What follows belongs to an exercise in optimizing a design on an open flow for small area, a short achievable clock period and few clock cycles; a production flow would make more cautious choices. In this exercise RTL edits were held to simulation tests only and were not proved equivalent to the original. Power and IR drop assume default switching activity.

==> design.v <==
`timescale 1ns / 1ps
package itt_pkg;
	localparam int SLOTS    = 8;
	localparam int IDX_W    = (SLOTS > 1) ? $clog2(SLOTS) : 1;
	localparam int CNT_W    = $clog2(SLOTS + 1);
	localparam int TICK_W   = 32;
	localparam int PERIOD_W = 32;
	localparam int TPM_W    = 16;
	localparam int NEED_W   = PERIOD_W + TPM_W;
	localparam int TIDX_W   = 3;
	localparam int DATA_W   = 32;
	localparam int PADDR_W  = 3;
	localparam logic [PADDR_W-3:0] REG_TICKS_PER_MS = '0;
	localparam logic [TPM_W-1:0]   TPM_RESET        = 16'd1;
	localparam logic CMD_CREATE = 1'b0;
	localparam logic CMD_UPDATE = 1'b1;
endpackage
`timescale 1ns / 1ps
module itt_ram #(
	parameter int WIDTH = 32,
	parameter int DEPTH = 8
) (
	input  logic                                    clk,
	input  logic                                    we,
	input  logic [((DEPTH > 1) ? $clog2(DEPTH) : 1)-1:0] waddr,
	input  logic [WIDTH-1:0]                        wdata,
	input  logic [((DEPTH > 1) ? $clog2(DEPTH) : 1)-1:0] raddr,
	output logic [WIDTH-1:0]                        rdata
);
	logic [WIDTH-1:0] mem [DEPTH];
	always_ff @(posedge clk) begin
		if (we) begin
			mem[waddr] <= wdata;
		end
		rdata <= mem[raddr];
	end
endmodule
`timescale 1ns / 1ps
import itt_pkg::*;
module interval_task_timer_table (
	input  logic               clk,
	input  logic               arst_n,
	input  logic               item_valid,
	output logic               item_ready,
	input  logic               item_cmd,
	input  logic [TICK_W-1:0]  item_now_ticks,
	input  logic [PERIOD_W-1:0] item_period_ms,
	input  logic               item_periodic,
	output logic               result_valid,
	input  logic               result_ready,
	output logic [TIDX_W-1:0]  result_task_index,
	output logic               result_accepted,
	output logic               result_fired,
	output logic               result_last,
	input  logic               psel,
	input  logic               penable,
	input  logic               pwrite,
	input  logic [PADDR_W-1:0] paddr,
	input  logic [DATA_W-1:0]  pwdata,
	output logic [DATA_W-1:0]  prdata,
	output logic               pready
);
	localparam int MK  = 4;                   
	localparam int MCH = PERIOD_W / MK;       
	localparam int MCW = $clog2(MCH);
	logic [TPM_W-1:0] tpm_q;
	logic             cfg_wr;
	assign pready = 1'b1;
	assign cfg_wr = psel && penable && pwrite && paddr[PADDR_W-1:2] == REG_TICKS_PER_MS;
	assign prdata = (paddr[PADDR_W-1:2] == REG_TICKS_PER_MS) ?
		{{(DATA_W-TPM_W){1'b0}}, tpm_q} : '0;
	logic [TICK_W-1:0]   start_n_q  [SLOTS];    
	logic [PERIOD_W-1:0] period_q   [SLOTS];
	logic [2:0]          top_q      [SLOTS];    
	logic [TICK_W:0]     need_n_q   [SLOTS];    
	logic [SLOTS-1:0]    periodic_q;
	logic [SLOTS-1:0]    active_q;
	logic [CNT_W-1:0]    count_q;
	logic                a_v;
	logic                a_cmd;
	logic [TICK_W-1:0]   a_now;
	logic                g_v;
	logic [SLOTS-1:0]    g_mask;
	logic                g_le1;       
	logic [IDX_W-1:0]    g_idx;
	logic                g_acc;
	logic                qv0, qv1;
	logic [5:0]          q0, q1;
	logic [CNT_W-1:0]    m_issue;     
	logic [CNT_W-1:0]    m_done;      
	logic                need_ok;     
	logic [TICK_W-1:0]   m_acc;
	logic                m_sat;
	logic [SLOTS-1:0]    fire;
	logic                create_ok;
	logic                is_create;
	logic                g_emit;
	logic                g_fin;
	logic                exec;
	logic                do_create;
	assign create_ok = count_q < CNT_W'(SLOTS);
	assign is_create = a_cmd == CMD_CREATE;
	always_comb begin
		for (int i = 0; i < SLOTS; i++) begin
			logic [TICK_W-1:0] cs_s, cs_c;
			logic [TICK_W+2:0] y;
			logic [TICK_W:0]   w;
			cs_s = a_now ^ start_n_q[i] ^ need_n_q[i][TICK_W-1:0];
			cs_c = (a_now & start_n_q[i]) | (a_now & need_n_q[i][TICK_W-1:0]) |
				(start_n_q[i] & need_n_q[i][TICK_W-1:0]);
			y = {2'b0, cs_s, 1'b1} + {1'b0, cs_c, 2'b11};
			w = {1'b0, a_now} + {1'b0, start_n_q[i]} + 33'd1;
			fire[i] = active_q[i] && need_n_q[i][TICK_W] &&
				(y[TICK_W+2] || (!w[TICK_W] && y[TICK_W+1]));
		end
	end
	assign g_emit    = g_v && !(qv0 && qv1);
	assign g_fin     = g_emit && g_le1;
	assign exec      = a_v && (!g_v || g_fin) && (is_create || need_ok);
	assign do_create = exec && is_create && create_ok;
	assign item_ready = !a_v || exec;
	logic [SLOTS-1:0] g_low;
	logic [SLOTS-1:0] g_rest;
	logic [IDX_W-1:0] g_low_idx;
	logic [5:0]       g_beat;
	assign g_low  = g_mask & (~g_mask + 1'b1);
	assign g_rest = g_mask & ~g_low;
	always_comb begin
		g_low_idx = '0;
		for (int i = 0; i < SLOTS; i++) begin
			if (g_low[i]) g_low_idx |= IDX_W'(i);
		end
		if (g_mask != '0)
			g_beat = {TIDX_W'(g_low_idx), 1'b0, 1'b1, g_le1};
		else
			g_beat = {TIDX_W'(g_idx), g_acc, 1'b0, 1'b1};
	end
	logic [MCW-1:0]       l_ch;        
	logic                 l_first;     
	logic [MCW-1:0]       l_ci;        
	logic                 l_go;        
	logic                 c_v;         
	logic                 c_first;
	logic                 c_last;
	logic [MK-1:0]        l_chunk;
	logic                 p_v;
	logic                 p_first;
	logic                 p_last;
	logic [TPM_W+MK-1:0]  p_ps, p_pc;
	logic [TICK_W:0]      m_sum;
	logic                 m_nsat;
	logic                 m_wr;        
	logic                 w_v;         
	logic [CNT_W-1:0]     m_done_nx;
	logic [CNT_W-1:0]     count_nx;
	logic [PERIOD_W-1:0]  m_ld;
	assign m_ld  = period_q[m_issue[IDX_W-1:0]];
	assign l_ci  = l_first ? top_q[m_issue[IDX_W-1:0]] : l_ch;
	assign l_go  = m_issue != count_q;
	logic [MCW-1:0] in_top;
	always_comb begin
		in_top = '0;
		for (int c = 0; c < MCH; c++) begin
			if (item_period_ms[c*MK +: MK] != '0) in_top = MCW'(c);
		end
	end
	assign m_sum  = {1'b0, (p_first ? '0 : m_acc[TICK_W-MK-1:0]), {MK{1'b0}}} +
		{{(TICK_W-TPM_W-MK+1){1'b0}}, p_ps} + {{(TICK_W-TPM_W-MK+1){1'b0}}, p_pc};
	assign m_nsat = (!p_first && (m_sat || m_acc[TICK_W-1:TICK_W-MK] != '0)) ||
		m_sum[TICK_W];
	assign m_wr   = w_v;
	localparam int PW = TPM_W + MK;
	logic [PW-1:0] r0, r1, r2, r3, s1, c1, s2, c2, m_ps, m_pc;
	always_comb begin
		r0 = PW'(l_chunk[0] ? tpm_q : '0);
		r1 = PW'(l_chunk[1] ? tpm_q : '0) << 1;
		r2 = PW'(l_chunk[2] ? tpm_q : '0) << 2;
		r3 = PW'(l_chunk[3] ? tpm_q : '0) << 3;
		s1 = r0 ^ r1 ^ r2;
		c1 = ((r0 & r1) | (r0 & r2) | (r1 & r2)) << 1;
		s2 = s1 ^ c1 ^ r3;
		c2 = ((s1 & c1) | (s1 & r3) | (c1 & r3)) << 1;
		m_ps = s2;
		m_pc = c2;
	end
	always_ff @(posedge clk) begin
		if (l_go) begin
			l_chunk <= m_ld[l_ci*MK +: MK];
			c_first <= l_first;
			c_last  <= l_ci == '0;
			l_ch    <= l_ci - 1'b1;
		end
		if (c_v) begin
			p_ps    <= m_ps;
			p_pc    <= m_pc;
			p_first <= c_first;
			p_last  <= c_last;
		end
		if (p_v) begin
			m_acc <= m_sum[TICK_W-1:0];
			m_sat <= m_nsat;
		end
	end
	assign m_done_nx = cfg_wr ? '0 : m_done + CNT_W'(m_wr);
	assign count_nx  = count_q + CNT_W'(do_create);
	always_ff @(posedge clk or negedge arst_n) begin
		if (!arst_n) begin
			tpm_q   <= TPM_RESET;
			m_issue <= '0;
			m_done  <= '0;
			need_ok <= 1'b1;
			l_first <= 1'b1;
			c_v     <= 1'b0;
			p_v     <= 1'b0;
			w_v     <= 1'b0;
		end else begin
			m_done  <= m_done_nx;
			need_ok <= m_done_nx == count_nx;
			if (cfg_wr) begin
				tpm_q   <= pwdata[TPM_W-1:0];
				m_issue <= '0;
				l_first <= 1'b1;
				c_v     <= 1'b0;
				p_v     <= 1'b0;
				w_v     <= 1'b0;
			end else begin
				c_v <= l_go;
				p_v <= c_v;
				w_v <= p_v && p_last;
				if (l_go) begin
					l_first <= l_ci == '0;
					if (l_ci == '0) m_issue <= m_issue + 1'b1;
				end
			end
		end
	end
	always_ff @(posedge clk) begin
		if (m_wr) begin
			need_n_q[m_done[IDX_W-1:0]] <= ~{m_sat, m_acc};
		end
	end
	always_ff @(posedge clk) begin
		for (int i = 0; i < SLOTS; i++) begin
			if ((do_create && count_q == CNT_W'(i)) ||
			    (exec && !is_create && fire[i] && periodic_q[i])) begin
				start_n_q[i] <= ~a_now;
			end
			if (item_valid && item_ready && item_cmd == CMD_CREATE &&
			    count_nx == CNT_W'(i)) begin
				period_q[i]   <= item_period_ms;
				top_q[i]      <= in_top;
				periodic_q[i] <= item_periodic;
			end
		end
	end
	always_ff @(posedge clk or negedge arst_n) begin
		if (!arst_n) begin
			count_q  <= '0;
			active_q <= '0;
		end else begin
			count_q <= count_nx;
			if (do_create) begin
				active_q[count_q[IDX_W-1:0]] <= 1'b1;
			end else if (exec && !is_create) begin
				active_q <= active_q & ~(fire & ~periodic_q);
			end
		end
	end
	always_ff @(posedge clk) begin
		if (item_valid && item_ready) begin
			a_cmd      <= item_cmd;
			a_now      <= item_now_ticks;
		end
	end
	always_ff @(posedge clk or negedge arst_n) begin
		if (!arst_n) begin
			a_v <= 1'b0;
		end else if (item_ready) begin
			a_v <= item_valid;
		end
	end
	always_ff @(posedge clk or negedge arst_n) begin
		if (!arst_n) begin
			g_v    <= 1'b0;
			g_mask <= '0;
			g_le1  <= 1'b1;
			g_idx  <= '0;
			g_acc  <= 1'b0;
		end else begin
			if (exec) begin
				g_v <= 1'b1;
				if (is_create) begin
					g_mask <= '0;
					g_le1  <= 1'b1;
					g_idx  <= create_ok ? count_q[IDX_W-1:0] : '0;
					g_acc  <= create_ok;
				end else begin
					g_mask <= fire;
					g_le1  <= (fire & (fire - 1'b1)) == '0;
					g_idx  <= '0;
					g_acc  <= 1'b0;
				end
			end else if (g_emit) begin
				g_mask <= g_rest;
				g_le1  <= (g_rest & (g_rest - 1'b1)) == '0;
				if (g_fin) g_v <= 1'b0;
			end
		end
	end
	logic q_pop;
	assign q_pop = qv0 && result_ready;
	always_ff @(posedge clk or negedge arst_n) begin
		if (!arst_n) begin
			qv0 <= 1'b0;
			qv1 <= 1'b0;
		end else begin
			if (!qv0 || q_pop) begin
				qv0 <= qv1 || g_emit;
				qv1 <= qv1 && g_emit;
			end else begin
				qv1 <= qv1 || g_emit;
			end
		end
	end
	always_ff @(posedge clk) begin
		if (!qv0 || q_pop) begin
			q0 <= qv1 ? q1 : g_beat;
		end
		if (g_emit && (qv1 || (qv0 && !q_pop))) begin
			q1 <= g_beat;
		end
	end
	assign result_valid      = qv0;
	assign result_task_index = q0[5:3];
	assign result_accepted   = q0[2];
	assign result_fired      = q0[1];
	assign result_last       = q0[0];
endmodule
==> run.sh <==
#!/bin/bash
# synth_recipe.tcl (not shown) runs the flow's synth.tcl, then flattens the netlist and writes it again
# the make line also repeats each setting of config.mk as NAME=value (left out here)
make -C /OpenROAD-flow-scripts/flow DESIGN_CONFIG=/design/flow/config.mk WORK_HOME=/design/flow/orfs CLKGATE_MAP_FILE= SYNTH_SCRIPT=/design/flow/synth_recipe.tcl finish
==> config.mk <==
export PLATFORM = sky130hd
export DESIGN_NAME = interval_task_timer_table
export DESIGN_NICKNAME = interval_task_timer_table
export VERILOG_FILES = /design/flow/design.v
export SDC_FILE = /design/flow/constraint.sdc
export NUM_CORES = 4
export LEC_CHECK = 0
export ABC_AREA = 1
export CAP_MARGIN = 20
export CORE_MARGIN = 2
export CORE_UTILIZATION = 40
export CTS_BUF_LIST = sky130_fd_sc_hd__clkbuf_8
export SETUP_SLACK_MARGIN = 4.0
export SLEW_MARGIN = 20
==> constraint.sdc <==
create_clock -name core_clock -period 8.0 [get_ports {clk}]
set_input_delay 1.6000 -clock core_clock [delete_from_list [all_inputs] [get_ports {clk}]]
set_output_delay 1.6000 -clock core_clock [all_outputs]
set_load 0.01 [all_outputs]
==> results of run 1 <==
## worst max-delay path, stage by stage, from the launching register on
cell and delay [ns]:
edfxtp_1 0.48, buf_12 0.19, fa_1 0.47, ha_1 0.29, nand2_1 0.11, nor2_4 0.16, nand4_1 0.21, nor4_2 0.31
nand2_1 0.17, nand3_4 0.13, nor2_1 0.06, o21ai_2 0.24, nand3_4 0.15, o22ai_4 0.19, buf_12 0.17, buf_16 0.17
## final cells by class
type	count	area, um^2	area share
repair buffers	214	2140	0.0356
inverters	342	1310	0.0218
multi-input cells	2621	21700	0.361
clock inverters	133	888	0.0148
flip-flops and latches	990	29400	0.489
diodes	1	2.50	0.0000416
clock buffers	182	2500	0.0416
well taps	1742	2180	0.0362
## timing repair
item                       4_1_cts  5_1_grt
gates resized for setup         51       50
buffers inserted                10       20
pin swaps                        3       13
cloned                           1        5
setup endpoints to repair      284      273
## power breakdown
part           internal [mW]  switching (mW)  total [mW]  leakage (nW)
clock network           2.47            2.16        4.63          1.89
registers               6.95           0.427        7.38          9.23
logic                   2.57            4.84        7.41          12.8
## per-layer routing
metal / share of wire / track usage / wire (um)
met5: 0.000098 / 0 / 13
met2: 0.48 / 0.332 / 64200
met1: 0.43 / 0.258 / 56800
met4: 0.030 / 0.0692 / 3970
met3: 0.057 / 0.0346 / 7620
## registers in the layout, summed over array words and instances, names as in the netlist, 16 cells and up
name / flops
need_n_q: 264
period_q: 256
start_n_q: 256
a_now: 32
m_acc: 32
top_q: 24
p_ps: 19
p_pc: 16
tpm_q: 16
## cell families (layout without fill, tap and decap cells)
| kind of cell | Yosys count | count (layout) | synth area share |
|---|---|---|---|
| and+or+nand+nor | 1089 | 1089 | 0.0870 |
| AOI/OAI and AO/OA | 662 | 662 | 0.0752 |
| buffers and inverters | 417 | 871 | 0.0319 |
| other | 2 | 18 | 0.000143 |
| DFF | 990 | 990 | 0.562 |
| xor gates and xnor gates | 36 | 36 | 0.00602 |
| adders and majority gates | 817 | 817 | 0.237 |
## cell usage in the layout (no fill, tap or decap), drive strengths merged, types with 14 or more instances in the layout
cell type        n
fa             293
o21ai          166
nor4            27
dlygate4sd2     16
xnor2           14
a22o            37
clkdlybuf4s50   94
nand4           52
clkbuf         186
a221oi          27
conb            17
nand2          681
o21a            15
o211ai          19
a21oi          312
ha             524
nand3           92
inv            393
nor3            19
nor2           196
edfxtp         932
xor2            22
clkinv          61
a31oi           24
dfrtp           54
buf             99
## path summary, 6_finish.rpt
path	to	slack [ns]	start
worst min-delay path	m_acc[2]	0.42	p_ps[2]
worst max register to register	start_n_q[7][18]	4.12	a_now[30]
min in group asynchronous	g_mask[1]	0.89	arst_n
max in group asynchronous	tpm_q[5]	6.50	arst_n
worst max-delay path	start_n_q[7][18]	4.12	a_now[30]
worst min register to register	m_acc[2]	0.42	p_ps[2]
==> notes.md, run 1 <==
- VDD IR max: 0.187 mV
- DP Wirelength: ~89 mm
- Routability cong.: slightly below 0.9
- Vias in the first global route: ~33000
- Share of layout cells above drive strength 1: 0.0979
- Ys Warns: 4
- Fin. max-slew vios: 0
- Slew @ Worst Pin: 0.939 ns
- Peak fanout along the critical path: 16
- Rel. slew slack: 0.373
- H-tree Lvls: 4
- Worst Reg-to-Reg Cells: 15
- First-pass GRT wire length: 200 mm
- Setup TNS: 0 ns
- Initial antenna violation count: 6
- Number of hold buffers added after cts: 0
- Port bufs: 113
- Dpl ws: 3.07 ns
- Fmax: 0.258 GHz
- Worst hold slack: 0.421 ns
- Worst Setup Path Type: reg2reg
- Top FF cell, synth: edfxtp_1
- Initial core utilization: 0.404
- CTS tree: built
- Unrepaired setup endpoints after global routing: true
- Routed len/inst: 21.3 um
- Yosys reg bits: 990
- Pin count of the biggest net entering global routing: 59
- Power per cell area: around 320 mW/mm^2
- Skew final: 0.0395 ns
- Share of the synthesized area in the top cell type: 0.535
- Fin crit period: 3.88 ns
- Cts bufs inserted: 173
- Clock buffer depth: 3
- Final std cells w/o fill: ~6200
- Netlist cell types: 65
- Hold Path Class: reg2reg
- Average vias per placed instance: 5.15
- Avg Inst Size Synth: 13.0 um^2
- Status: no timing/DRC/antenna violations
- Core region area: about 0.13 mm^2
- Chip height: roughly 370 um
- Async SR Flop Fraction: 0.0586
- Area growth, synth to finish: 15.0%
- Cell area after synthesis: 0.0523 mm^2
- ANT nets after route: 0
- Critical Path End Type: flip-flop
- GRT Resource Usage Total: 0.198
- EDFF count, synth: 932
- Placement Cell Area: 0.0561 mm^2
- DIE AREA: 0.134 mm^2
- 1st-iter DRT viols: 2265
- Commonest cells post-synth: edfxtp_1 (932), nand2_1 (673), ha_1 (524)
- Most numerous cell in the Yosys netlist: edfxtp_1
- Synth area leaders: edfxtp_1 (53%), ha_1 (13%), fa_1 (11%)
- DRT Pass-1 Iters: 5
- Post-layout nets: 5267
- Final wirelength: around 130 mm
- Fill cell count: about 12000
- Hold Fails Final Rpt: 0
- Number of cells produced by synthesis: 4013
- Num ports: 149
- DR DRC count: 0
- Required @ worst endpoint: 8.54 ns
- Leak: 24.0 nW
- Cell taking the most area after synthesis: edfxtp_1
- Register area share after synthesis: 0.562
- Final Cycle Share: 0.485
- Worst setup SP type: flip-flop
- Hold path cells: 0
- Final WS setup: roughly 4 ns
- Max Cap Viol: 0
- Final setup viols: 0
- Routed vias: 32045
- Final core utilization: 0.464
- CTS clk-pin slew, worst paths: 0.06 ns
- Tot Pwr: 19.4 mW
- Clk root buf: clkbuf_8
- Inst Count DP: 5873
- Die Wd: 366 um
- Num rows: 132
- Cell area after layout: 0.0602 mm^2
- Crit path DAT: 4.42 ns
- Clock Latency Late Sink: 0.88 ns
- Total grt overflow: 0
- Clk sink count: 990
Testbench counts, summed over its fixed seeds: cycles 5,442.
==> inputs of run 2 (changes only) <==
==> flow/run.sh (new file) <==
#!/bin/bash
set -euo pipefail
bash standard.sh MATCH_CELL_FOOTPRINT=0 finish > flow.log 2>&1
==> standard.sh (new file) <==
#!/bin/bash
# synth_recipe.tcl (not shown) runs the flow's synth.tcl, then flattens the netlist and writes it again
# the make line also repeats each setting of config.mk as NAME=value (left out here)
make -C /OpenROAD-flow-scripts/flow DESIGN_CONFIG=/design/flow/config.mk WORK_HOME=/design/flow/orfs CLKGATE_MAP_FILE= SYNTH_SCRIPT=/design/flow/synth_recipe.tcl "${@:-finish}"
removed: run.sh
==> run 2 against run 1 <==
Compared with the run above:
- final area decreased by 0.18%
- critical path depth did not move
- sequential share of layout area up 0.090 points
- clock-buffer cell count increased by 1
- global-route usage hardly changed
- synthesized cell count unchanged
- utilization is 0.083 points lower
- synthesized area unchanged
- final cell count fell by 0.39%
- critical endpoint is now start_n_q[7][0]
==> notes.md, run 2 <==
- Status: no timing/DRC/antenna violations (unchanged)
- Worst Setup Path Type: reg2reg (unchanged)
- Average vias per placed instance: 5.14 (was 5.15)
- Leading cell type in the layout, fill and taps excluded: edfxtp_1 (unchanged)
- Hold path cells: 0 (unchanged)
- Fill cell count: 11597 (was 11563)
- Synth area leaders: edfxtp_1 (53%), ha_1 (13%), fa_1 (11%) (unchanged)
- Crit path DAT: 4.43 ns (was 4.42 ns)
- Area growth, synth to finish: 14.8% (was 15.0%)
- Cts bufs inserted: 173 (unchanged)
- Pin count of the biggest net entering global routing: 59 (unchanged)
- Reg2Reg Setup Slack: 4.11 ns (was 4.12 ns)
- Rel. slew slack: 0.372 (was 0.373)
- Delay-heaviest family, CP: simple AND/OR/NAND/NOR gates (unchanged)
- Vias in the first global route: 32994 (was 33322)
- Yosys reg bits: 990 (unchanged)
- Register area share after synthesis: 0.562 (unchanged)
- VDD IR max: 0.188 mV (was 0.187 mV)
- Commonest cells post-synth: edfxtp_1 (932), nand2_1 (673), ha_1 (524) (unchanged)
- CP Depth: 15 (unchanged)
- Fmax: 0.257 GHz (was 0.258 GHz)
- Cell area after synthesis: 0.0523 mm^2 (unchanged)
- Inst Count DP: 5871 (was 5873)
- Final std cells w/o fill: 6201 (was 6225)
- Fin crit period: 3.89 ns (was 3.88 ns)
- Routed len/inst: 21.6 um (was 21.3 um)
- CP bufs+invs: 3 (unchanged)
- CTS clk-pin slew, worst paths: 0.06 ns (about the same)
- Unrepaired setup endpoints after global routing: true (unchanged)
- Final wirelength: 134 mm (was 133 mm)
- Routed vias: 31889 (was 32045)
- Number of cells produced by synthesis: 4013 (unchanged)
- H-tree Lvls: 4 (unchanged)
- Final WS setup: 4.11 ns (was 4.12 ns)
- EDFF count, synth: 932 (unchanged)
- Critical register-to-register path startpoint: a_now[31] (was a_now[30])
- Clk sink count: 990 (unchanged)
- Peak fanout along the critical path: 17 (was 16)
- Num rows: 132 (unchanged)
- Share of layout cells above drive strength 1: 0.0938 (was 0.0979)
- Area of the multi-input gates: 0.0217 mm^2 (about the same)
- Crit path capture: start_n_q[7][0] (was start_n_q[7][18])
- Leak: 24.1 nW (was 24.0 nW)
- Post-layout nets: 5252 (was 5267)
- Crit-path cells: buf_6 > fa_1 > ha_1 > nand2_1 > nor2_2 > nand4_1 > nor4_2 > nand2_1 > nand3_2 > nor2_1 > o21ai_2 > nand3_2 > o22ai_4 > buf_12 > buf_12 (was buf_12 > fa_1 > ha_1 > nand2_1 > nor2_4 > nand4_1 > nor4_2 > nand2_1 > nand3_4 > nor2_1 > o21ai_2 > nand3_4 > o22ai_4 > buf_12 > buf_16)
- Slowest-stage cell, CP: fa_1 (was edfxtp_1)
- Share of the synthesized area in the top cell type: 0.535 (unchanged)
- Routability cong.: 0.848 (was 0.868)
- Largest register FFs: 264 (unchanged)
- Worst setup startpoint: a_now[31] (was a_now[30])
- Initial core utilization: 0.404 (unchanged)
- Top FF cell, synth: edfxtp_1 (unchanged)
- Port bufs: 113 (unchanged)
- Netlist cell types: 65 (unchanged)
- Setup TNS: 0 ns (unchanged)
- Hold Fails Final Rpt: 0 (unchanged)
- Slew @ Worst Pin: 0.938 ns (was 0.939 ns)
- Initial antenna violation count: 10 (was 6)
- DP Wirelength: 88.6 mm (was 88.7 mm)
- Cell taking the most area after synthesis: edfxtp_1 (unchanged)
- Clk root buf: clkbuf_8 (unchanged)
- Worst Reg-to-Reg Cells: 15 (unchanged)
- CP max stage delay: 0.50 ns (was 0.48 ns)
- Fin. max-slew vios: 0 (unchanged)
- Reg2reg end: start_n_q[7][0] (was start_n_q[7][18])
- Most numerous cell in the Yosys netlist: edfxtp_1 (unchanged)
- DR DRC count: 0 (unchanged)
- Seq. cell area: 0.0294 mm^2 (about the same)
- Critical Path End Type: flip-flop (unchanged)
- Tot Pwr: 19.3 mW (was 19.4 mW)
- Clock Latency Late Sink: 0.89 ns (was 0.88 ns)
- 1st-iter DRT viols: 2333 (was 2265)
- Avg Inst Size Synth: 13.0 um^2 (unchanged)
- DIE AREA: 0.134 mm^2 (unchanged)
- Dpl ws: 3.07 ns (about the same)
- Most frequent cells in the layout: edfxtp_1 (932), nand2_1 (667), ha_1 (524) (unchanged)
- Die Wd: 366 um (unchanged)
- Final Cycle Share: 0.486 (was 0.485)
- Required @ worst endpoint: 8.54 ns (about the same)
- Skew final: 0.0596 ns (was 0.0395 ns)
- ANT nets after route: 0 (unchanged)
- CTS tree: built (unchanged)
- Clock buffer depth: 3 (unchanged)
- Final setup viols: 0 (unchanged)
- Core region area: 0.130 mm^2 (unchanged)
- Num ports: 149 (unchanged)
- Total grt overflow: 0 (unchanged)
- Chip height: 366 um (unchanged)
- Async SR Flop Fraction: 0.0586 (unchanged)
- Power per cell area: 322 mW/mm^2 (was 323 mW/mm^2)
- Worst setup SP type: flip-flop (unchanged)
- Ys Warns: 4 (unchanged)
- DRT Pass-1 Iters: 7 (was 5)
- Hold Path Class: reg2reg (unchanged)
- Max Cap Viol: 0 (unchanged)
- GRT Resource Usage Total: 0.197 (was 0.198)
- First-pass GRT wire length: 199 mm (was 200 mm)
-- run 2: worst min-delay path by stage --
stage | from | to | slack, ns
after floorplan | p_ps[0] | m_acc[0] | 0.40
after global placement | c_first | p_first | 0.40
after detailed placement | c_first | p_first | 0.41
after CTS | c_first | p_first | 0.42
after global routing | c_last | p_last | 0.43
final | c_first | p_first | 0.42
-- run 2: cells by family (layout without fill, tap and decap cells) --
group                      after synthesis  in the layout  synth area share
other                                    2             20          0.000143
adders and majority gates              817            817             0.237
buffers and inverters                  417            845            0.0319
DFF                                    990            990             0.562
xor gates and xnor gates                36             36           0.00602
AOI/OAI and AO/OA                      662            662            0.0752
and+or+nand+nor                       1089           1089            0.0870
-- run 2: area by class of cell --
type | count | share of cell area
multi-input cells | 2621 | 0.361
inverters | 342 | 0.0217
clock inverters | 121 | 0.0132
clock buffers | 183 | 0.0419
flip-flops and latches | 990 | 0.490
well taps | 1742 | 0.0363
repair buffers | 199 | 0.0355
diodes | 3 | 0.000125
-- run 2: report_power, final --
group / switching, mW / internal, mW / total (mW)
Clock: 2.21 / 2.32 / 4.53
Sequential: 0.455 / 6.95 / 7.40
Combinational: 4.84 / 2.55 / 7.39
-- run 2: layer usage --
layer  routed length (um)  GRT usage  share of wire
met1                57500      0.261           0.43
met2                64500      0.328           0.48
met3                 7460     0.0312          0.056
met4                 4130     0.0719          0.031
met5                   37          0        0.00028
-- run 2: what timing repair did --
action | 4_1_cts | 5_1_grt
pin swaps | 1 | 4
buffers inserted | 7 | 5
hold buffers | 0 | 0
resized for setup | 51 | 46
cloned | 1 | 9
endpoints found under the setup margin | 309 | 274
-- run 2: stage by stage --
step	cell area, um^2	hold WS (ns)	utilization
floorplan	52600	0.400	-
detailed placement	56100	0.409	0.433
finish	60100	0.419	0.463
CTS	59600	0.421	0.460
global placement	56100	0.402	0.433
global route	60100	0.426	0.463
==> inputs of run 3 (changes only) <==
==> run.sh (new file) <==
#!/bin/bash
# synth_recipe.tcl (not shown) runs the flow's synth.tcl, then flattens the netlist and writes it again
# the make line also repeats each setting of config.mk as NAME=value (left out here)
make -C /OpenROAD-flow-scripts/flow DESIGN_CONFIG=/design/flow/config.mk WORK_HOME=/design/flow/orfs CLKGATE_MAP_FILE= SYNTH_SCRIPT=/design/flow/synth_recipe.tcl finish
--- a/config.mk
+++ b/config.mk
@@ -9,6 +9,7 @@
 export CAP_MARGIN = 20
 export CORE_MARGIN = 2
-export CORE_UTILIZATION = 40
+export CORE_UTILIZATION = 55
 export CTS_BUF_LIST = sky130_fd_sc_hd__clkbuf_8
-export SETUP_SLACK_MARGIN = 4.0
+export PLACE_DENSITY = 0.7
+export SETUP_SLACK_MARGIN = 4.3
 export SLEW_MARGIN = 20
removed: flow/run.sh
removed: standard.sh
==> run 3 against run 2 <==
Compared with the run above:
- the layout now fails its checks (antenna violations)
- clock-buffer cell count is 11 lower
- final cell count shrank 6.2%
- worst setup slack better by 0.15 ns
- sequential share of layout area fell by 0.55 points
- maximum frequency grew 4.0%
- die area down 27%
- clock skew down 0.0035 ns
- flip-flop and latch count did not move
- clock power down 6.6%
- register-to-register slack improved by 0.15 ns
- combinational power up 8.4%
- highest routed layer unchanged
==> notes.md, run 3 <==
- Status: complete, but fails checks (was no timing/DRC/antenna violations)
- SO Viols: antenna violations
- Reg2reg end: start_n_q[4][27] (was start_n_q[7][0])
- Largest register FFs: 264 (unchanged)
- Num rows: 113 (was 132)
- Cts bufs inserted: 165 (was 173)
- CTS clk-pin slew, worst paths: 0.06 ns (about the same)
- Clk root buf: clkbuf_8 (unchanged)
- Compound-Gate Fraction of Synth Area: 0.0752 (unchanged)
- DRT Pass-1 Iters: 6 (was 7)
- Setup TNS: 0 ns (unchanged)
- Reg2Reg Setup Slack: 4.26 ns (was 4.11 ns)
- DR DRC count: 0 (unchanged)
- Top FF cell, synth: edfxtp_1 (unchanged)
- Share of the synthesized area in the top cell type: 0.535 (unchanged)
- Largest family of logic cells by synthesized area: adder cells (unchanged)
- 1st-iter DRT viols: 3067 (was 2333)
- Async SR Flop Fraction: 0.0586 (unchanged)
- Leak: 24.5 nW (was 24.1 nW)
- Worst setup SP type: flip-flop (unchanged)
- Peak fanout along the critical path: 8 (was 17)
- Register area share after synthesis: 0.562 (unchanged)
- Yosys reg bits: 990 (unchanged)
- ANT nets after route: 1 (was 0)
- GRT Resource Usage Total: 0.269 (was 0.197)
- Initial antenna violation count: 6 (was 10)
- Skew final: 0.0561 ns (was 0.0596 ns)
- Routed len/inst: 23.2 um (was 21.6 um)
- Cell area after synthesis: 0.0523 mm^2 (unchanged)
- Slew @ Worst Pin: 1.09 ns (was 0.938 ns)
- Initial core utilization: 0.553 (was 0.404)
- Cell area after layout: 0.0608 mm^2 (was 0.0601 mm^2)
- Crit-path cells: buf_12 > buf_4 > ha_1 > nand2_1 > nor4_1 > and3_1 > a21oi_2 > a21oi_4 > nor2_4 > nand3_1 > o21ai_4 > buf_12 > buf_12 (was buf_6 > fa_1 > ha_1 > nand2_1 > nor2_2 > nand4_1 > nor4_2 > nand2_1 > nand3_2 > nor2_1 > o21ai_2 > nand3_2 > o22ai_4 > buf_12 > buf_12)
- XOR/XNOR Fraction of Synth Area: 0.00602 (unchanged)
- Slowest-stage cell, CP: nor4_1 (was fa_1)
- Power per cell area: 323 mW/mm^2 (was 322 mW/mm^2)
- Final setup viols: 0 (unchanged)
- Avg Inst Size Synth: 13.0 um^2 (unchanged)
- Crit path DAT: 4.32 ns (was 4.43 ns)
- Die Wd: 313 um (was 366 um)
- Fraction of synthesized area in multiplexers: 0 (unchanged)
- Total grt overflow: 0 (unchanged)
- Adder-cell share of the synthesized area: 0.237 (unchanged)
- Rel. slew slack: 0.269 (was 0.372)
- Area of the multi-input gates: 0.0221 mm^2 (was 0.0217 mm^2)
- Vias in the first global route: 33950 (was 32994)
- Area growth, synth to finish: 16.1% (was 14.8%)
- Max Cap Viol: 0 (unchanged)
- VDD IR max: 0.212 mV (was 0.188 mV)
- Average vias per placed instance: 5.78 (was 5.14)
- Leading cell type in the layout, fill and taps excluded: edfxtp_1 (unchanged)
- Port bufs: 113 (unchanged)
- Hold Fails Final Rpt: 0 (unchanged)
- Fin crit period: 3.74 ns (was 3.89 ns)
- CP max stage delay: 0.76 ns (was 0.50 ns)
- Cell taking the most area after synthesis: edfxtp_1 (unchanged)
- Pin count of the biggest net entering global routing: 59 (unchanged)
- Post-synthesis simple-gate area fraction: 0.0870 (unchanged)
- Hold Path Class: reg2reg (unchanged)
- Unrepaired setup endpoints after global routing: true (unchanged)
- Critical Path End Type: flip-flop (unchanged)
- Number of cells produced by synthesis: 4013 (unchanged)
- H-tree Lvls: 4 (unchanged)
- Fmax: 0.267 GHz (was 0.257 GHz)
- Commonest cells post-synth: edfxtp_1 (932), nand2_1 (673), ha_1 (524) (unchanged)
- Netlist cell types: 65 (unchanged)
- Required @ worst endpoint: 8.58 ns (was 8.54 ns)
- Worst setup startpoint: a_now[27] (was a_now[31])
- Most numerous cell in the Yosys netlist: edfxtp_1 (unchanged)
- Most common cell on crit path: buf_12
- Fin. max-slew vios: 0 (unchanged)
- Critical register-to-register path startpoint: a_now[27] (was a_now[31])
- Worst hold slack: 0.423 ns (was 0.419 ns)
- Clock buffer depth: 3 (unchanged)
- Ys Warns: 4 (unchanged)
- Num ports: 149 (unchanged)
- Chip height: 313 um (was 366 um)
- Synth area leaders: edfxtp_1 (53%), ha_1 (13%), fa_1 (11%) (unchanged)
- Most frequent cells in the layout: edfxtp_1 (932), nand2_1 (654), ha_1 (517) (was edfxtp_1 (932), nand2_1 (667), ha_1 (524))
- First-pass GRT wire length: 197 mm (was 199 mm)
- DIE AREA: 0.0977 mm^2 (was 0.134 mm^2)
- Share of layout cells above drive strength 1: 0.129 (was 0.0938)
- Routability cong.: 0.875 (was 0.848)
- Clock Latency Late Sink: 0.87 ns (was 0.89 ns)
- Final wirelength: 135 mm (was 134 mm)
- Worst Setup Path Type: reg2reg (unchanged)
- DP Wirelength: 89.0 mm (was 88.6 mm)
- Routed vias: 33626 (was 31889)
- Core region area: 0.0947 mm^2 (was 0.130 mm^2)
- Fill cell count: 7036 (was 11597)
- CTS tree: built (unchanged)
- Clk sink count: 990 (unchanged)
- Post-layout nets: 5345 (was 5252)
- Crit path capture: start_n_q[4][27] (was start_n_q[7][0])
- Final Cycle Share: 0.468 (was 0.486)
- Placement Cell Area: 0.0555 mm^2 (was 0.0561 mm^2)
- Seq. cell area: 0.0294 mm^2 (about the same)
- EDFF count, synth: 932 (unchanged)
- Worst Reg-to-Reg Cells: 13 (was 15)
-- run 3: cell counts after synthesis --
No cell type changed its count.
-- run 3: timing repair --
| item | 4_1_cts | 5_1_grt |
|---|---|---|
| resized for setup | 120 | 136 |
| cloned | 3 | 23 |
| buffers inserted | 24 | 71 |
| setup endpoints to repair | 326 | 360 |
| pin swaps | 15 | 61 |
| hold buffers | 0 | 0 |
-- run 3: worst min-delay path by stage --
stage | from | endpoint | cells after the start
after CTS | p_ps[2] | m_acc[2] | 0
after detailed placement | p_ps[0] | m_acc[0] | 0
after global routing | p_ps[1] | m_acc[1] | 0
final | p_ps[2] | m_acc[2] | 0
after floorplan | p_ps[0] | m_acc[0] | 0
after global placement | p_ps[0] | m_acc[0] | 0
-- run 3: critical path, delay by kind of cell, from the launching register on --
kind            cells  cell delay (ns)
fa+ha+maj           1             0.31
flops               1             0.42
simple gates        5             1.45
compound gates      3             0.59
buf+inv             4             0.68
-- run 3: layer usage --
layer	share of wire	up-vias	wire length, um	global-route usage
met5	0.00030	-	41	0
met4	0.032	6	4290	0.0813
met3	0.082	251	11100	0.0551
met2	0.47	1346	63600	0.428
met1	0.41	16777	55800	0.376
li1	-	15246	-	-
-- run 3: stage by stage --
step	std cells	total power, mW	worst slack [ns]	utilization
2_1_floorplan	4028	12.3	3.77	-
3_3_place_gp	5397	14.5	3.01	0.586
3_5_place_dp	5397	14.8	2.95	0.586
4_1_cts	5715	19.2	4.21	0.625
5_1_grt	5810	20.9	4.18	0.641
6_report	5815	19.6	4.26	0.641
-- run 3: kinds of logic (layout without fill, tap and decap cells) --
| logic type | Yosys count | in the layout |
|---|---|---|
| other cells | 2 | 23 |
| buf+inv | 417 | 932 |
| xor+xnor | 36 | 36 |
| simple gates | 1089 | 1090 |
| fa+ha+maj | 817 | 817 |
| flops | 990 | 990 |
| compound gates | 662 | 662 |
-- run 3: layout make-up --
cell class                 instances  share of cell area
sequential                       990               0.485
clock buffer                     172              0.0390
multi-input combinational       2622               0.363
antenna                            6            0.000247
timing repair buffer             299              0.0532
inverter                         342              0.0219
clock inverter                   119              0.0116
tap                             1265              0.0261
-- run 3: power breakdown --
group          switching (mW)  internal [mW]
sequential              0.439           6.95
combinational            5.16           2.85
clock                    2.13           2.10
==> inputs of run 4 (changes only) <==
--- a/config.mk
+++ b/config.mk
@@ -9,7 +9,8 @@
 export CAP_MARGIN = 20
 export CORE_MARGIN = 2
-export CORE_UTILIZATION = 55
-export CTS_BUF_LIST = sky130_fd_sc_hd__clkbuf_8
-export PLACE_DENSITY = 0.7
-export SETUP_SLACK_MARGIN = 4.3
+export CORE_UTILIZATION = 40
+export CTS_BUF_LIST = sky130_fd_sc_hd__clkbuf_16
+export CTS_CLUSTER_DIAMETER = 80
+export CTS_CLUSTER_SIZE = 30
+export SETUP_SLACK_MARGIN = 4.0
 export SLEW_MARGIN = 20
==> run 4 against run 3 <==
Compared with the run above:
- the run now finishes clean
- clock skew is 0.0055 ns lower
- clock-buffer cell count is 117 lower
- critical path depth is 3 higher
- final area is 3.2% lower
- synthesized area stayed put
- hold slack better by 0.0047 ns
==> notes.md, run 4 <==
- Num ports: 149 (unchanged)
- Chip height: 366 um (was 313 um)
- 1st-iter DRT viols: 2239 (was 3067)
- Area growth, synth to finish: 12.3% (was 16.1%)
- Cts bufs inserted: 55 (was 165)
- Initial core utilization: 0.404 (was 0.553)
- H-tree Lvls: 2 (was 4)
- Most numerous cell in the Yosys netlist: edfxtp_1 (unchanged)
- Hold path startpoint: p_ps[1] (was p_ps[2])
- Worst Setup Path Type: reg2reg (unchanged)
- DR DRC count: 0 (unchanged)
- Hold path cells: 0 (unchanged)
- Routability cong.: 0.868 (was 0.875)
- GRT Resource Usage Total: 0.193 (was 0.269)
- Cell area after synthesis: 0.0523 mm^2 (unchanged)
- Skew final: 0.0506 ns (was 0.0561 ns)
- Fill cell count: 11550 (was 7036)
- N_diodes: 0 (was 6)
- Final Cycle Share: 0.492 (was 0.468)
- Yosys reg bits: 990 (unchanged)
- Largest register FFs: 264 (unchanged)
- Sequential share of power: 0.405 (was 0.376)
- DP Wirelength: 88.7 mm (was 89.0 mm)
- Post-layout nets: 5143 (was 5345)
- Inst Count DP: 5873 (was 5397)
- Unrepaired setup endpoints after global routing: true (unchanged)
- Pin count of the biggest net entering global routing: 59 (unchanged)
- CTS clk-pin slew, worst paths: 0.10 ns (was 0.06 ns)
- Hold Path Class: reg2reg (unchanged)
- Routed vias: 31426 (was 33626)
- Critical Path End Type: flip-flop (unchanged)
- Clock buffer depth: 3 (unchanged)
- P_sw: 7.24 mW (was 7.73 mW)
- Routed len/inst: 22.0 um (was 23.2 um)
- Combinational power share: 0.409 (was 0.408)
- Final core utilization: 0.453 (was 0.641)
- DRT Pass-1 Iters: 5 (was 6)
- Final setup viols: 0 (unchanged)
- Vias in the first global route: 32178 (was 33950)
- Fmax: 0.254 GHz (was 0.267 GHz)
- Share of the synthesized area in the top cell type: 0.535 (unchanged)
- WHS Endpoint: m_acc[1] (was m_acc[2])
- Slew @ Worst Pin: 0.963 ns (was 1.09 ns)
- Hold Fails Final Rpt: 0 (unchanged)
- Async SR Flop Fraction: 0.0586 (unchanged)
- Number of cells produced by synthesis: 4013 (unchanged)
- Power per cell area: 309 mW/mm^2 (was 323 mW/mm^2)
- DIE AREA: 0.134 mm^2 (was 0.0977 mm^2)
- Peak fanout along the critical path: 17 (was 8)
- Most frequent cells in the layout: edfxtp_1 (932), nand2_1 (667), ha_1 (524) (was edfxtp_1 (932), nand2_1 (654), ha_1 (517))
- Synth area leaders: edfxtp_1 (53%), ha_1 (13%), fa_1 (11%) (unchanged)
- CTS tree: built (unchanged)
- Clk root buf: clkbuf_16 (was clkbuf_8)
- Average vias per placed instance: 5.24 (was 5.78)
- Total grt overflow: 0 (unchanged)
- Crit path DAT: 4.34 ns (was 4.32 ns)
- Critical register-to-register path startpoint: a_now[31] (was a_now[27])
- Final std cells w/o fill: 6003 (was 5815)
- Required @ worst endpoint: 8.40 ns (was 8.58 ns)
- Avg Inst Size Synth: 13.0 um^2 (unchanged)
- Fin. max-slew vios: 0 (unchanged)
- Status: no timing/DRC/antenna violations (was complete, but fails checks)
- Worst setup SP type: flip-flop (unchanged)
- First-pass GRT wire length: 197 mm (about the same)
- Reg2reg end: start_n_q[5][28] (was start_n_q[4][27])
- Num rows: 132 (was 113)
- Final wirelength: 132 mm (was 135 mm)
- Rel. slew slack: 0.357 (was 0.269)
- Worst hold slack: 0.428 ns (was 0.423 ns)
- Clock Latency Late Sink: 0.71 ns (was 0.87 ns)
- Leak: 23.0 nW (was 24.5 nW)
- Net Sw Frac: 0.398 (was 0.394)
- Setup TNS: 0 ns (unchanged)
- Port bufs: 113 (unchanged)
- VDD IR max: 0.182 mV (was 0.212 mV)
- Reg2Reg Setup Slack: 4.06 ns (was 4.26 ns)
- Register area share after synthesis: 0.562 (unchanged)
- Cell taking the most area after synthesis: edfxtp_1 (unchanged)
- Ys Warns: 4 (unchanged)
- Clk sink count: 990 (unchanged)
- Fin crit period: 3.94 ns (was 3.74 ns)
- Int Power: 10.9 mW (was 11.9 mW)
- Share of layout cells above drive strength 1: 0.0709 (was 0.129)
- Core region area: 0.130 mm^2 (was 0.0947 mm^2)
- Die Wd: 366 um (was 313 um)
- Top FF cell, synth: edfxtp_1 (unchanged)
- EDFF count, synth: 932 (unchanged)
- Leading cell type in the layout, fill and taps excluded: edfxtp_1 (unchanged)
- ANT nets after route: 0 (was 1)
- Number of hold buffers added after cts: 0 (unchanged)
- Worst Reg-to-Reg Cells: 16 (was 13)
- Commonest cells post-synth: edfxtp_1 (932), nand2_1 (673), ha_1 (524) (unchanged)
- Clk pwr share: 0.187 (was 0.216)
- Max Cap Viol: 0 (unchanged)
- Netlist cell types: 65 (unchanged)
- Initial antenna violation count: 4 (was 6)
## run 4: how the worst max path moves through the flow
stage,startpoint,slack [ns],depth (start not counted),endpoint
floorplan,qv0,3.71,8,start_n_q[4][0]
CTS,a_now[2],4.01,20,start_n_q[6][6]
global placement,paddr[2],3.10,3,prdata[13]
detailed placement,paddr[2],3.07,3,prdata[12]
global route,a_now[31],3.92,16,start_n_q[5][25]
finish,a_now[31],4.06,16,start_n_q[5][28]
## run 4: critical path: stages (launching register included)
cell and delay (ns):
edfxtp_1 0.42, buf_12 0.19, fa_1 0.49, ha_1 0.31, nand2_1 0.12, nor2_4 0.16, nand4_1 0.26, nor2_1 0.25
nand2_1 0.18, nand2_1 0.10, nand2_1 0.09, inv_1 0.06, a21oi_1 0.05, nor2_2 0.20, nand3_1 0.14, o21ai_4 0.28
clkbuf_16 0.31
## run 4: power by group through the flow
stage,Combinational [mW],Clock (mW),Sequential [mW]
6_report,7.44,3.39,7.36
3_3_place_gp,7.10,0,7.48
2_1_floorplan,4.69,0,7.56
3_5_place_dp,7.28,0,7.50
4_1_cts,7.40,3.47,7.36
5_1_grt,8.45,3.63,7.44
## run 4: layer usage
layer  wire length [um]  global-route usage  vias up
li1                   -                   -    14762
met2              64300               0.330      792
met1              57300               0.258    15708
met3               6840              0.0237      162
met5                 16                   0        -
met4               3720              0.0511        2
## run 4: kinds of logic (layout without fill, tap and decap cells)
kind of cell | count (synthesis) | count (layout) | share of synthesized area
AO/OA/AOI/OAI | 662 | 662 | 0.0752
adder cells (fa/ha/maj) | 817 | 817 | 0.237
buffers and inverters | 417 | 650 | 0.0319
flip-flops | 990 | 990 | 0.562
AND/OR/NAND/NOR | 1089 | 1089 | 0.0870
other | 2 | 17 | 0.000143
XOR/XNOR | 36 | 36 | 0.00602
## run 4: area by class of cell
cell class | count | area (um^2) | share of cell area
clock buffer | 55 | 1380 | 0.0234
clock inverter | 45 | 574 | 0.00977
inverter | 342 | 1310 | 0.0223
timing repair buffer | 208 | 2180 | 0.0371
sequential | 990 | 29400 | 0.501
tap | 1742 | 2180 | 0.0371
multi-input combinational | 2621 | 21700 | 0.369
## run 4: repair_timing
| item | in CTS | in global routing |
|---|---|---|
| gates cloned | 1 | 12 |
| pin swaps | 1 | 12 |
| buffers inserted | 13 | 4 |
| setup endpoints to repair | 284 | 270 |
| resized for setup | 49 | 55 |
## run 4: metrics by stage
stage	total power, mW	worst slack, ns	cell area (um^2)
floorplan	12.3	3.71	52600
global placement	14.6	3.10	56100
detailed placement	14.8	3.07	56100
CTS	18.2	4.01	58300
global route	19.5	3.92	58800
finish	18.2	4.06	58800
==> inputs of run 5 (changes only) <==
--- a/config.mk
+++ b/config.mk
@@ -11,6 +11,6 @@
 export CORE_UTILIZATION = 40
 export CTS_BUF_LIST = sky130_fd_sc_hd__clkbuf_16
-export CTS_CLUSTER_DIAMETER = 80
-export CTS_CLUSTER_SIZE = 30
-export SETUP_SLACK_MARGIN = 4.0
+export CTS_CLUSTER_DIAMETER = 70
+export CTS_CLUSTER_SIZE = 25
+export SETUP_SLACK_MARGIN = 4.3
 export SLEW_MARGIN = 20
==> run 5 against run 4 <==
Compared with the run above:
- largest power group unchanged
- still clean
- register-to-register slack gained 0.17 ns
- global-route usage up 0.88 points
- sequential share of layout area down 1.9 points
- maximum frequency increased by 4.4%
- worst setup slack improved by 0.17 ns
- non-clock buffer count grew 82
==> notes.md, run 5 <==
- Clock buffer depth: 3 (unchanged)
- Final wirelength: 140 mm (was 132 mm)
- Final setup viols: 0 (unchanged)
- First-pass GRT wire length: 203 mm (was 197 mm)
- Routed wl met3: 7.56 mm (was 6.84 mm)
- ANT nets after route: 0 (unchanged)
- Ys Warns: 4 (unchanged)
- Yosys reg bits: 990 (unchanged)
- Share of the synthesized area in the top cell type: 0.535 (unchanged)
- Crit-path cells: buf_12 > buf_4 > fa_1 > ha_4 > nand2_4 > nor3b_4 > nand4_1 > nor2_2 > nand2_2 > a21oi_2 > a21oi_2 > nor2_4 > nand3_2 > o21ai_4 > clkbuf_16 (was buf_12 > fa_1 > ha_1 > nand2_1 > nor2_4 > nand4_1 > nor2_1 > nand2_1 > nand2_1 > nand2_1 > inv_1 > a21oi_1 > nor2_2 > nand3_1 > o21ai_4 > clkbuf_16)
- Leading cell type in the layout, fill and taps excluded: edfxtp_1 (unchanged)
- Hold Path Class: reg2reg (unchanged)
- Total grt overflow: 0 (unchanged)
- Share of layout cells above drive strength 1: 0.119 (was 0.0709)
- Avg Inst Size Synth: 13.0 um^2 (unchanged)
- Initial core utilization: 0.404 (unchanged)
- Clk root buf: clkbuf_16 (unchanged)
- Area growth, synth to finish: 16.8% (was 12.3%)
- Routed vias: 32284 (was 31426)
- Cell taking the most area after synthesis: edfxtp_1 (unchanged)
- Dpl ws: 2.92 ns (was 3.07 ns)
- Crit path DAT: 4.14 ns (was 4.34 ns)
- WL met1: 60.1 mm (was 57.3 mm)
- Commonest cells post-synth: edfxtp_1 (932), nand2_1 (673), ha_1 (524) (unchanged)
- Core region area: 0.130 mm^2 (unchanged)
- Final WS setup: 4.23 ns (was 4.06 ns)
- DIE AREA: 0.134 mm^2 (unchanged)
- Vias in the first global route: 32566 (was 32178)
- H-tree Lvls: 3 (was 2)
- Leak: 24.0 nW (was 23.0 nW)
- EDFF count, synth: 932 (unchanged)
- Pin count of the biggest net entering global routing: 59 (unchanged)
- Fin. max-slew vios: 0 (unchanged)
- Number of cells produced by synthesis: 4013 (unchanged)
- Die Wd: 366 um (unchanged)
- Skew final: 0.0535 ns (was 0.0506 ns)
- Num rows: 132 (unchanged)
- DP Wirelength: 89.4 mm (was 88.7 mm)
- Rel. slew slack: 0.381 (was 0.357)
- Routed met2 length: 66.6 mm (was 64.3 mm)
- Post-layout nets: 5248 (was 5143)
- Max Cap Viol: 0 (unchanged)
- Register area share after synthesis: 0.562 (unchanged)
- Slowest-stage cell, CP: fa_1 (unchanged)
- Power per cell area: 322 mW/mm^2 (was 309 mW/mm^2)
- Most frequent cells in the layout: edfxtp_1 (932), nand2_1 (652), ha_1 (511) (was edfxtp_1 (932), nand2_1 (667), ha_1 (524))
- Most common cell on crit path: a21oi_2 (was nand2_1)
- Top FF cell, synth: edfxtp_1 (unchanged)
- Netlist cell types: 65 (unchanged)
- CTS tree: built (unchanged)
- DR DRC count: 0 (unchanged)
- GRT Resource Usage Total: 0.201 (was 0.193)
- Fmax: 0.265 GHz (was 0.254 GHz)
- CP max stage delay: 0.48 ns (was 0.49 ns)
- Routed len/inst: 22.8 um (was 22.0 um)
- Peak fanout along the critical path: 8 (was 17)
- Cts bufs inserted: 77 (was 55)
- Placement Cell Area: 0.0561 mm^2 (about the same)
- Cell area after synthesis: 0.0523 mm^2 (unchanged)
- Setup TNS: 0 ns (unchanged)
- Num ports: 149 (unchanged)
- 1st-iter DRT viols: 2663 (was 2239)
- DRT Pass-1 Iters: 5 (unchanged)
- Clock Latency Late Sink: 0.70 ns (was 0.71 ns)
- CTS clk-pin slew, worst paths: 0.09 ns (was 0.10 ns)
- Number of hold buffers added after cts: 0 (unchanged)
- Final Cycle Share: 0.471 (was 0.492)
- Clk sink count: 990 (unchanged)
- Hold Fails Final Rpt: 0 (unchanged)
- Port bufs: 113 (unchanged)
- Synth area leaders: edfxtp_1 (53%), ha_1 (13%), fa_1 (11%) (unchanged)
- Required @ worst endpoint: 8.37 ns (was 8.40 ns)
- Slew @ Worst Pin: 0.928 ns (was 0.963 ns)
- Status: no timing/DRC/antenna violations (unchanged)
- Tot Pwr: 19.7 mW (was 18.2 mW)
- Average vias per placed instance: 5.27 (was 5.24)
- Async SR Flop Fraction: 0.0586 (unchanged)
- Worst Setup Path Type: reg2reg (unchanged)
- Critical Path End Type: flip-flop (unchanged)
- Most numerous cell in the Yosys netlist: edfxtp_1 (unchanged)
- Fin crit period: 3.77 ns (was 3.94 ns)
- Initial antenna violation count: 6 (was 4)
- Routability cong.: 0.841 (was 0.868)
- Cell area after layout: 0.0611 mm^2 (was 0.0588 mm^2)
- Worst setup SP type: flip-flop (unchanged)
- Largest register FFs: 264 (unchanged)
- Unrepaired setup endpoints after global routing: true (unchanged)
- Top sig layer: met5 (unchanged)
- Chip height: 366 um (unchanged)
- VDD IR max: 0.210 mV (was 0.182 mV)
run 5: report_power, final:
group	internal (mW)	switching, mW
Combinational	2.87	5.14
Clock	2.09	2.16
Sequential	6.94	0.468
Total	11.9	7.76
run 5: final timing paths:
| check | startpoint | endpoint | slack (ns) | cells after the start |
|---|---|---|---|---|
| setup / recovery | a_now[29] | start_n_q[0][25] | 4.23 | 15 |
| hold / removal | c_last | p_last | 0.42 | 0 |
| setup reg to reg | a_now[29] | start_n_q[0][25] | 4.23 | 15 |
| hold reg to reg | c_last | p_last | 0.42 | 0 |
| max in group asynchronous | arst_n | p_v | 6.30 | 1 |
| min in group asynchronous | arst_n | g_mask[2] | 1.01 | 1 |
run 5: final cells by class:
cell class	instances	area [um^2]
multi-input cells	2622	22100
flip-flops and latches	990	29400
fillers	11255	68500
clock buffers	81	2030
inverters	342	1340
clock inverters	62	756
diodes	1	2.50
well taps	1742	2180
repair buffers	290	3240
run 5: metal layers:
metal	global-route usage	vias up
li1	-	15012
met1	0.272	16169
met2	0.332	874
met3	0.0268	221
met4	0.0759	8
met5	0	-
run 5: cells by family after synthesis:
logic type | Yosys count | synth area share
AO/OA/AOI/OAI | 662 | 0.0752
flip-flops | 990 | 0.562
AND/OR/NAND/NOR | 1089 | 0.0870
other | 2 | 0.000143
XOR/XNOR | 36 | 0.00602
adder cells (fa/ha/maj) | 817 | 0.237
buffers and inverters | 417 | 0.0319
run 5: stage by stage:
| step | std cells | hold slack [ns] | util |
|---|---|---|---|
| 2_1_floorplan | 4028 | 0.400 | - |
| 3_3_place_gp | 5872 | 0.403 | 0.433 |
| 3_5_place_dp | 5872 | 0.407 | 0.433 |
| 4_1_cts | 6046 | 0.425 | 0.460 |
| 5_1_grt | 6129 | 0.437 | 0.471 |
| 6_report | 6130 | 0.422 | 0.471 |
run 5: critical path, delay by kind of cell, from the launching register on:
family	cells	cell delay, ns
buffers and inverters	3	0.60
AND/OR/NAND/NOR	7	1.12
AO/OA/AOI/OAI	3	0.46
adder cells (fa/ha/maj)	2	0.79
flip-flops	1	0.45
run 5: repair_timing:
action | 4_1_cts | 5_1_grt
pin swaps | 9 | 79
cloned | 8 | 20
resized for setup | 145 | 141
buffers inserted | 23 | 63
hold endpoints to repair | 0 | 0
endpoints found under the setup margin | 342 | 385
==> inputs of run 6 (changes only) <==
--- a/config.mk
+++ b/config.mk
@@ -13,4 +13,4 @@
 export CTS_CLUSTER_DIAMETER = 70
 export CTS_CLUSTER_SIZE = 25
-export SETUP_SLACK_MARGIN = 4.3
+export SETUP_SLACK_MARGIN = 4.5
 export SLEW_MARGIN = 20
==> run 6 against run 5 <==
Compared with the run above:
- still clean
- synthesized area is the same
- clock-buffer cell count is 3 lower
- final area rose by 1.5%
- via count rose by 0.36%
- wire length rose by 0.23%
- die area is the same
- total power grew 1.7%
- flip-flop and latch count unchanged
- combinational power is 5.0% higher
- final cell count grew 0.70%
- largest cell class unchanged
==> notes.md, run 6 <==
- Status: no timing/DRC/antenna violations (unchanged)
- Vias in the first global route: 33183 (was 32566)
- DP Wirelength: 89.9 mm (was 89.4 mm)
- First-pass GRT wire length: 208 mm (was 203 mm)
- Most frequent cells in the layout: edfxtp_1 (932), nand2_1 (644), ha_1 (512) (was edfxtp_1 (932), nand2_1 (652), ha_1 (511))
- Crit-path cells: buf_12 > fa_1 > ha_1 > nand2_1 > nor3b_2 > nand4_1 > a21oi_2 > nor2_2 > a21oi_4 > a21oi_4 > nor2_4 > nand3_2 > o21ai_4 > clkbuf_16 (was buf_12 > buf_4 > fa_1 > ha_4 > nand2_4 > nor3b_4 > nand4_1 > nor2_2 > nand2_2 > a21oi_2 > a21oi_2 > nor2_4 > nand3_2 > o21ai_4 > clkbuf_16)
- H-tree Lvls: 3 (unchanged)
- DIE AREA: 0.134 mm^2 (unchanged)
- Fill cell count: 11258 (was 11255)
- 1st-iter DRT viols: 2508 (was 2663)
- Pin count of the biggest net entering global routing: 59 (unchanged)
- Final core utilization: 0.478 (was 0.471)
- Number of hold buffers added after cts: 0 (unchanged)
- Rel. slew slack: 0.397 (was 0.381)
- Num ports: 149 (unchanged)
- Final Cycle Share: 0.456 (was 0.471)
- Fin crit period: 3.64 ns (was 3.77 ns)
- Clk root buf: clkbuf_16 (unchanged)
- CTS tree: built (unchanged)
- Total grt overflow: 0 (unchanged)
- Crit path DAT: 4.03 ns (was 4.14 ns)
- Hold path cells: 0 (unchanged)
- Cell taking the most area after synthesis: edfxtp_1 (unchanged)
- Avg Inst Size Synth: 13.0 um^2 (unchanged)
- Reg2reg end: start_n_q[0][26] (was start_n_q[0][25])
- Max Cap Viol: 0 (unchanged)
- Share of layout cells above drive strength 1: 0.138 (was 0.119)
- Worst Setup Path Type: reg2reg (unchanged)
- Top sig layer: met5 (unchanged)
- Unrepaired setup endpoints after global routing: true (unchanged)
- Setup TNS: 0 ns (unchanged)
- Fin. max-slew vios: 0 (unchanged)
- Final setup viols: 0 (unchanged)
- Average vias per placed instance: 5.25 (was 5.27)
- Routed vias: 32400 (was 32284)
- Routed wl met3: 8.21 mm (was 7.56 mm)
- ANT nets after route: 0 (unchanged)
- Cts bufs inserted: 76 (was 77)
- Delay-heaviest family, CP: simple AND/OR/NAND/NOR gates (unchanged)
- DR DRC count: 0 (unchanged)
- Async SR Flop Fraction: 0.0586 (unchanged)
- Slew @ Worst Pin: 0.903 ns (was 0.928 ns)
- Cell area after synthesis: 0.0523 mm^2 (unchanged)
- Number of cells produced by synthesis: 4013 (unchanged)
- Seq. cell area: 0.0294 mm^2 (unchanged)
- Routed met2 length: 69.1 mm (was 66.6 mm)
- Hold Fails Final Rpt: 0 (unchanged)
- Core region area: 0.130 mm^2 (unchanged)
- Leak: 24.3 nW (was 24.0 nW)
- DRT Pass-1 Iters: 5 (unchanged)
- Area of the multi-input gates: 0.0224 mm^2 (was 0.0221 mm^2)
- Critical Path End Type: flip-flop (unchanged)
- Peak fanout along the critical path: 15 (was 8)
- Clk sink count: 990 (unchanged)
- Share of the synthesized area in the top cell type: 0.535 (unchanged)
- Routability cong.: 0.842 (was 0.841)
- Commonest cells post-synth: edfxtp_1 (932), nand2_1 (673), ha_1 (524) (unchanged)
- CP Depth: 14 (was 15)
- Area growth, synth to finish: 18.5% (was 16.8%)
- Worst setup startpoint: a_now[29] (unchanged)
- Final std cells w/o fill: 6173 (was 6130)
- Worst Reg-to-Reg Cells: 14 (was 15)
- Hold path startpoint: p_ps[0] (was c_last)
- Hold Path Class: reg2reg (unchanged)
- CP max stage delay: 0.48 ns (about the same)
- Yosys reg bits: 990 (unchanged)
- Netlist cell types: 65 (unchanged)
- Skew final: 0.0713 ns (was 0.0535 ns)
- Largest register FFs: 264 (unchanged)
- Initial core utilization: 0.404 (unchanged)
- Most numerous cell in the Yosys netlist: edfxtp_1 (unchanged)
- EDFF count, synth: 932 (unchanged)
- Crit path capture: start_n_q[0][26] (was start_n_q[0][25])
- Synth area leaders: edfxtp_1 (53%), ha_1 (13%), fa_1 (11%) (unchanged)
- Clock buffer depth: 3 (unchanged)
- Chip height: 366 um (unchanged)
- Slowest-stage cell, CP: fa_1 (unchanged)
- Post-layout nets: 5294 (was 5248)
- CTS clk-pin slew, worst paths: 0.09 ns (about the same)
- Worst setup SP type: flip-flop (unchanged)
- Reg2Reg Setup Slack: 4.36 ns (was 4.23 ns)
- Fmax: 0.274 GHz (was 0.265 GHz)
- Port bufs: 113 (unchanged)
- Critical register-to-register path startpoint: a_now[29] (unchanged)
- Worst hold slack: 0.425 ns (was 0.422 ns)
- Clock Latency Late Sink: 0.70 ns (about the same)
- CP bufs+invs: 2 (was 3)
- Required @ worst endpoint: 8.38 ns (was 8.37 ns)
- Ys Warns: 4 (unchanged)
- GRT Resource Usage Total: 0.208 (was 0.201)
- Power per cell area: 322 mW/mm^2 (about the same)
- Register area share after synthesis: 0.562 (unchanged)
- Most common cell on crit path: a21oi_4 (was a21oi_2)
- Leading cell type in the layout, fill and taps excluded: edfxtp_1 (unchanged)
- Num rows: 132 (unchanged)
- Die Wd: 366 um (unchanged)
- Inst Count DP: 5875 (was 5872)
- Final wirelength: 140 mm (about the same)
- VDD IR max: 0.200 mV (was 0.210 mV)
- Routed len/inst: 22.7 um (was 22.8 um)
- WL met1: 58.6 mm (was 60.1 mm)
- Initial antenna violation count: 11 (was 6)
- Top FF cell, synth: edfxtp_1 (unchanged)
==> run 6: cell counts after synthesis <==
No cell type changed its count.
==> run 6: how the worst min path moves through the flow <==
| stage | to | slack (ns) |
|---|---|---|
| 6_report | m_acc[0] | 0.43 |
| 2_1_floorplan | m_acc[0] | 0.40 |
| 4_1_cts | m_acc[0] | 0.43 |
| 3_3_place_gp | m_acc[2] | 0.40 |
| 3_5_place_dp | m_acc[0] | 0.41 |
| 5_1_grt | p_last | 0.44 |
==> run 6: routing by layer <==
layer	global-route usage	vias up
li1	-	15121
met1	0.273	16172
met4	0.0636	16
met2	0.354	892
met5	0	-
met3	0.0318	199
==> run 6: kinds of logic (layout without fill, tap and decap cells) <==
group | after synthesis | after routing | synth area share
simple gates | 1089 | 1090 | 0.0870
flops | 990 | 990 | 0.562
fa+ha+maj | 817 | 817 | 0.237
compound gates | 662 | 662 | 0.0752
buf+inv | 417 | 818 | 0.0319
xor+xnor | 36 | 36 | 0.00602
other cells | 2 | 18 | 0.000143
==> run 6: cell type report <==
| type | count | share of cell area |
|---|---|---|
| Sequential cell | 990 | 0.475 |
| Multi-Input combinational cell | 2622 | 0.361 |
| Timing Repair Buffer | 337 | 0.0634 |
| Tap cell | 1742 | 0.0351 |
| Clock buffer | 78 | 0.0315 |
| Inverter | 342 | 0.0218 |
| Clock inverter | 61 | 0.0123 |
| Antenna cell | 1 | 0.0000403 |
==> run 6: timing repair <==
item,CTS,global route
gates resized for setup,280,129
gates cloned,24,4
buffers inserted,76,54
pin swaps,64,72
endpoints found under the setup margin,473,481
==> run 6: metrics by stage <==
step	total power, mW	area, um^2	worst slack, ns
6_report	20.0	62000	4.36
2_1_floorplan	12.3	52700	3.77
3_5_place_dp	14.9	56200	3.31
4_1_cts	19.6	61000	4.32
5_1_grt	21.3	62000	4.23
3_3_place_gp	14.7	56200	3.35
==> run 6: power breakdown <==
part           switching [mW]  internal [mW]  leakage (nW)
registers               0.477           6.94          9.23
logic                    5.27           3.14          13.8
clock network            2.15           2.02          1.33

port drivers added, routing unchanged:
No port has a modelled driver above. Below, the same layouts with a new extraction and two added sets of constraints.
Step 1, drivers: a clkbuf_16 drives clk and a buf_2 each remaining input, both assumed.
Step 2 times the ports against the registers' clock, not the clock port: input delays grow and output delays shrink by t, the midpoint of the rising clock arrivals with the driver on.
Slacks: ideal / step 1 / step 2; pairs: ideal / step 1.
run | t (ns) | slack for setup (ns) | worst setup path after step 2 | worst data-port slew with drivers (ns)
run 1 | 0.927 | 4.119 / 4.119 / 4.119 | register to register | 0.13
run 2 | 0.928 | 4.109 / 4.109 / 3.911 | input to register | 0.12
run 3 | 0.915 | 4.260 / 4.260 / 3.717 | input to register | 0.08
run 4 | 0.761 | 4.063 / 4.063 / 4.063 | register to register | 0.13
run 5 | 0.738 | 4.229 / 4.229 / 4.101 | input to register | 0.15
run 6 | 0.738 | 4.356 / 4.232 / 4.140 | input to register | 0.27
The setup slack of run 3, which loses most, moves by 0.000 ns with the drivers and by -0.543 ns with both steps.
